Context: an optimization exercise on an open-source flow, tuned for small area. The choices shown serve that exercise and are no tape-out recipe.
The RTL was checked by simulation tests, not by an equivalence proof against the original design.
Power figures rest on the tool's default switching activity, not on a simulated workload.

== job 5272 ==
// tcpcRegisterFile
module tcpcRegisterFile
(
	input  logic        CLK,
	input  logic        reset,
	input  logic        req_i,
	input  logic        rnw_i,
	input  logic [7:0]  addr_i,
	input  logic [15:0] wrData_i,
	input  logic [15:0] vendorId_i,
	input  logic [15:0] productId_i,
	input  logic [15:0] deviceId_i,
	input  logic [7:0]  ccStatus_i,
	input  logic [7:0]  powerStatus_i,
	output logic        ack_o,
	output logic [15:0] rdData_o,
	output logic [7:0]  roleControl_o,
	output logic [7:0]  powerControl_o,
	output logic [7:0]  transmit_o
);
For scale: ~1600 cells after synthesis, about 450 flip-flops, about 130 I/O pins.
Settings: LEC_CHECK=0, CAP_MARGIN=20, CORE_MARGIN=2, CORE_UTILIZATION=70, GPL_TIMING_DRIVEN=0, SLEW_MARGIN=20, SYNTH_HIERARCHICAL=1, SYNTH_MINIMUM_KEEP_SIZE=0; clock period 5.0 ns.
standard.sh (not shown) runs the stock make flow with config.mk's settings and CLKGATE_MAP_FILE= SYNTH_SCRIPT=/design/flow/synth_recipe.tcl, a recipe that flattens the netlist after the stock synthesis.
==> flow/flow/run.sh <==
#!/bin/bash
# The standard layout (the standard.sh, unchanged synthesis) with two knobs:
# ports are buffered with the smallest buffer, and clock tree synthesis uses
# clkbuf_8 sink clusters without dummy loads. All output goes to flow.log here;
# ORFS keeps each step's own log under orfs/logs/.
set -euo pipefail
cd "$(dirname "$0")/.."
bash standard.sh \
	"BUFFER_PORTS_ARGS=-buffer_cell sky130_fd_sc_hd__buf_1" \
	"CTS_ARGS=-sink_clustering_enable -repair_clock_nets -dont_use_dummy_load -buf_list sky130_fd_sc_hd__clkbuf_8 -sink_clustering_size 16 -sink_clustering_max_diameter 60" \
	finish > flow.log 2>&1
> inputs changed (job 5272 -> job 142)
- GPL_TIMING_DRIVEN removed (was 0)
- CORE_UTILIZATION changed from 70 to 40
==> flow/run.sh (new file) <==
#!/bin/bash
# synth_recipe.tcl (not shown) runs the flow's synth.tcl, then flattens the netlist and writes it again
# the make line also repeats each setting of config.mk as NAME=value (left out here)
make -C /OpenROAD-flow-scripts/flow DESIGN_CONFIG=/design/flow/config.mk WORK_HOME=/design/flow/orfs CLKGATE_MAP_FILE= SYNTH_SCRIPT=/design/flow/synth_recipe.tcl finish
removed: flow/flow/run.sh
removed: flow/standard.sh
==> comparison <==
- Job 5272 → job 142: internal power component increased 26%, number of DRC markers after the initial detailed-route iteration decreased 489, share of power burned in registers decreased 12 points, number of cells in the finished layout apart from fillers increased 8.1%.
- Delta(die area, job 142 - job 5272) > 0
- [compare] base=job 5272 new=job 142: proportion of cell area spent on the clock network went up by 4.7 points, clock-buffer cell count grew by about 90%, area of all placed cells without fillers higher.
For job 2876, these inputs were changed with respect to job 142:
- changing CORE_UTILIZATION from 40 to 65
==> flow/flow/run.sh (new file) <==
#!/bin/bash
# The standard layout (the standard.sh, unchanged synthesis) with two knobs:
# ports are buffered with the smallest buffer, and clock tree synthesis uses
# clkbuf_8 sink clusters without dummy loads. All output goes to flow.log here;
# ORFS keeps each step's own log under orfs/logs/.
set -euo pipefail
cd "$(dirname "$0")/.."
bash standard.sh \
	"BUFFER_PORTS_ARGS=-buffer_cell sky130_fd_sc_hd__buf_1" \
	"CTS_ARGS=-sink_clustering_enable -repair_clock_nets -dont_use_dummy_load -buf_list sky130_fd_sc_hd__clkbuf_8 -sink_clustering_size 16 -sink_clustering_max_diameter 60" \
	finish > flow.log 2>&1
==> flow/standard.sh (new file) <==
#!/bin/bash
# synth_recipe.tcl (not shown) runs the flow's synth.tcl, then flattens the netlist and writes it again
# the make line also repeats each setting of config.mk as NAME=value (left out here)
make -C /OpenROAD-flow-scripts/flow DESIGN_CONFIG=/design/flow/config.mk WORK_HOME=/design/flow/orfs CLKGATE_MAP_FILE= SYNTH_SCRIPT=/design/flow/synth_recipe.tcl "${@:-finish}"
removed: flow/run.sh
==> comparison <==
- Job 2876 finished all stages; the layout is clean.
- Job 2876 against job 142; clock power is down by more than a quarter.
- Looking at routed length on met2, job 2876 sits about 8% lower than job 142 does.
- Clock input transition at the sequential cells of the worst setup and hold paths: job 2876 vs job 142 up 0.02 ns
- Job 2876 vs job 142: final wirelength down by a few percent

* * *

tcpcRegisterFile, a different RTL version from the one above (not shown whole).
For scale: about 450 flip-flops, roughly 130 I/O pins, roughly 17000 um2 of cells after synthesis.
Design tcpcRegisterFile, start of the top module:
module tcpcRegisterFile
(
	input  logic        CLK,
	input  logic        reset,
	input  logic        req_i,
	input  logic        rnw_i,
	input  logic [7:0]  addr_i,
	input  logic [15:0] wrData_i,
	input  logic [15:0] vendorId_i,
	input  logic [15:0] productId_i,
	input  logic [15:0] deviceId_i,
	input  logic [7:0]  ccStatus_i,
	input  logic [7:0]  powerStatus_i,
	output logic        ack_o,
	output logic [15:0] rdData_o,
	output logic [7:0]  roleControl_o,
	output logic [7:0]  powerControl_o,
	output logic [7:0]  transmit_o
);
	logic wr, rd;
	assign wr = req_i & ~rnw_i;
	assign rd = req_i & rnw_i & ~reset;
	logic [15:0] lo;
	logic [7:0]  hi, wrHi, rdHi;
	assign lo   = 16'(1) << addr_i[3:0];
	assign hi   = addr_i[7] ? 8'h00 : (8'(1) << addr_i[6:4]);
	assign wrHi = hi & {8{wr}};
	logic [15:0] loW;
	logic [7:0]  hiW;
	assign loW = lo | {16{reset}};
	assign hiW = wrHi | {8{reset}};
	assign rdHi = hi & {8{rd}};
	logic [15:0] wd0, wd1;
	assign wd0 = wrData_i & {16{~reset}};
	assign wd1 = wrData_i | {16{reset}};
	logic [15:0] alert, alert_nx;
	logic alert_en;
	assign alert_en = hiW[1] & loW[0];
	tcpcHoldMux #(.W(8)) u_alert_0 (.en_i(alert_en), .hold_i(~alert_en), .d_i({wd0[7], wd0[6], wd0[5], wd0[4], wd0[3], wd0[2], wd0[1], wd0[0]}), .q_i(alert[7:0]), .nx_o(alert_nx[7:0]));
	tcpcHoldMux #(.W(8)) u_alert_1 (.en_i(alert_en), .hold_i(~alert_en), .d_i({wd0[15], wd0[14], wd0[13], wd0[12], wd0[11], wd0[10], wd0[9], wd0[8]}), .q_i(alert[15:8]), .nx_o(alert_nx[15:8]));
	always_ff @(posedge CLK)
		alert <= alert_nx;
	logic [15:0] alertMask, alertMask_nx;
	logic alertMask_en;
	assign alertMask_en = hiW[1] & loW[2];
  ...
Settings: LEC_CHECK=0, CAP_MARGIN=20, CORE_MARGIN=2, CORE_UTILIZATION=70, GPL_TIMING_DRIVEN=0, SLEW_MARGIN=20, SYNTH_HIERARCHICAL=1, SYNTH_MINIMUM_KEEP_SIZE=0; clock period 5.0 ns.
==> flow/flow/run.sh <==
#!/bin/bash
# The standard layout (the standard.sh, unchanged synthesis) with three knobs:
# ports are buffered with the smallest buffer; global placement is not
# timing-driven and removes synthesis buffers first (flow/pre_gpl.tcl); clock
# tree synthesis uses clkbuf_8 sink clusters without dummy loads.
# All output goes to flow.log here; ORFS keeps each step's own log under orfs/logs/.
set -euo pipefail
cd "$(dirname "$0")/.."
bash standard.sh \
	"BUFFER_PORTS_ARGS=-buffer_cell sky130_fd_sc_hd__buf_1" \
	"PRE_GLOBAL_PLACE_TCL=$PWD/flow/pre_gpl.tcl" \
	"CTS_ARGS=-sink_clustering_enable -repair_clock_nets -dont_use_dummy_load -buf_list sky130_fd_sc_hd__clkbuf_8 -sink_clustering_size 16 -sink_clustering_max_diameter 60" \
	finish > flow.log 2>&1
==> flow/flow/pre_gpl.tcl <==
# Global placement runs without timing-driven mode here; drop synthesis's
# buffers first, as the timing-driven standard flow does, and let the
# post-placement repair add only the buffers the design rules call for.
remove_buffers
Edit:
==> flow/flow/run.sh (replaced) <==
#!/bin/bash
# The standard layout (the standard.sh, unchanged synthesis) with two knobs:
# ports are buffered with the smallest buffer, and clock tree synthesis uses
# clkbuf_8 sink clusters without dummy loads. All output goes to flow.log here;
# ORFS keeps each step's own log under orfs/logs/.
set -euo pipefail
cd "$(dirname "$0")/.."
bash standard.sh \
	"BUFFER_PORTS_ARGS=-buffer_cell sky130_fd_sc_hd__buf_1" \
	"CTS_ARGS=-sink_clustering_enable -repair_clock_nets -dont_use_dummy_load -buf_list sky130_fd_sc_hd__clkbuf_8 -sink_clustering_size 16 -sink_clustering_max_diameter 60" \
	finish > flow.log 2>&1
GPL_TIMING_DRIVEN = default   (was 0)
removed: flow/flow/pre_gpl.tcl
The new run finished clean. Routed wire length rose by 3.1%. Final cell count went up by 1.1%. Cell area decreases by 0.73%.
Edit:
CORE_UTILIZATION = 60   (was 70)
PLACE_DENSITY = 0.8   (was default)
The new run passed the timing, DRC and antenna checks. Utilization shrinks by 11 points. Total power goes up by 0.82%. Final area came out higher by 0.38%. Worst setup slack is worse by 0.0085 ns. Final cell count climbs by 3.0%. Routed wire length rises by 1.5%. Synthesized cell count stays the same. Via count goes up by 1.1%. Area after synthesis is unchanged. First-iteration DRC count went down by 5.3%. Die area rose by 16%.
Edit:
CAP_MARGIN = 10   (was 20)
CORE_UTILIZATION = 80   (was 60)
PLACE_DENSITY = default   (was 0.8)
SLEW_MARGIN = 10   (was 20)
After rerunning:
- cell area shrinks by about 0.9%
- maximum frequency goes down by 3.7%
- power is lower by about 0.6%
- routed wire length went down by about 0.7%
- sequential power is about the same
- core utilization rises by 20 points
- flip-flop and latch count does not change
- hold slack hardly moves
- worst setup slack got worse by 0.14 ns
- global-route usage rises by 11 points
- cell count is lower by about 5.4%
Edit:
CAP_MARGIN = 5   (was 10)
CORE_UTILIZATION = 70   (was 80)
SLEW_MARGIN = 5   (was 10)
What happened: Clock-buffer cell count climbs by 1. Sequential power hardly moves. Global-route usage drops by 5.6 points. Cell area climbs by 0.37%. Clock power is about the same. Worst hold slack gets worse by 0.0031 ns. Routed wire length drops by 0.92%. Power stays flat.

-- separate check: timing with driven ports --
No port has a modelled driver above. Below, the same layouts with a new extraction and two added sets of constraints.
Step 1 assumes that a clkbuf_16 drives the clock port and a buf_2 every other input.
Step 2 adds t to the input delays and takes it off the output delays; t is the mean of the earliest and latest rising clock arrival at the registers after step 1. Input paths then give back, and output paths get back, about the clock's delay inside the block.
Slacks: ideal ports / drivers / drivers and shift; pairs: ideal ports / drivers.
run	shift t [ns]	setup slack, ns	hold WS [ns]	slew at the worst register clock pin (ns)	pins driven straight from the clock port
job 5272	0.591	1.156 / 1.151 / 0.560	0.478 / 0.478 / 0.478	0.10 / 0.10	1
job 142	0.617	1.160 / 1.193 / 0.576	0.470 / 0.470 / 0.470	0.07 / 0.07	1
job 2876	0.603	1.249 / 1.242 / 0.639	0.476 / 0.476 / 0.476	0.11 / 0.11	1
the first run of note 2	0.590	0.570 / 0.595 / 0.005	0.476 / 0.476 / 0.476	0.10 / 0.10	1
the second run of note 2	0.576	1.375 / 1.368 / 0.793	0.477 / 0.477 / 0.477	0.10 / 0.10	1
the third run of note 2	0.592	1.366 / 1.339 / 0.747	0.476 / 0.476 / 0.476	0.11 / 0.11	1
the fourth run of note 2	0.591	1.226 / 1.224 / 0.632	0.478 / 0.478 / 0.478	0.10 / 0.10	1
the fifth run of note 2	0.574	1.401 / 1.393 / 0.820	0.475 / 0.475 / 0.475	0.10 / 0.10	1
After both steps setup and hold are still met in every run listed. For the third run of note 2, which loses most, drivers alone change the setup slack by -0.027 ns; drivers and shift together by -0.619 ns.
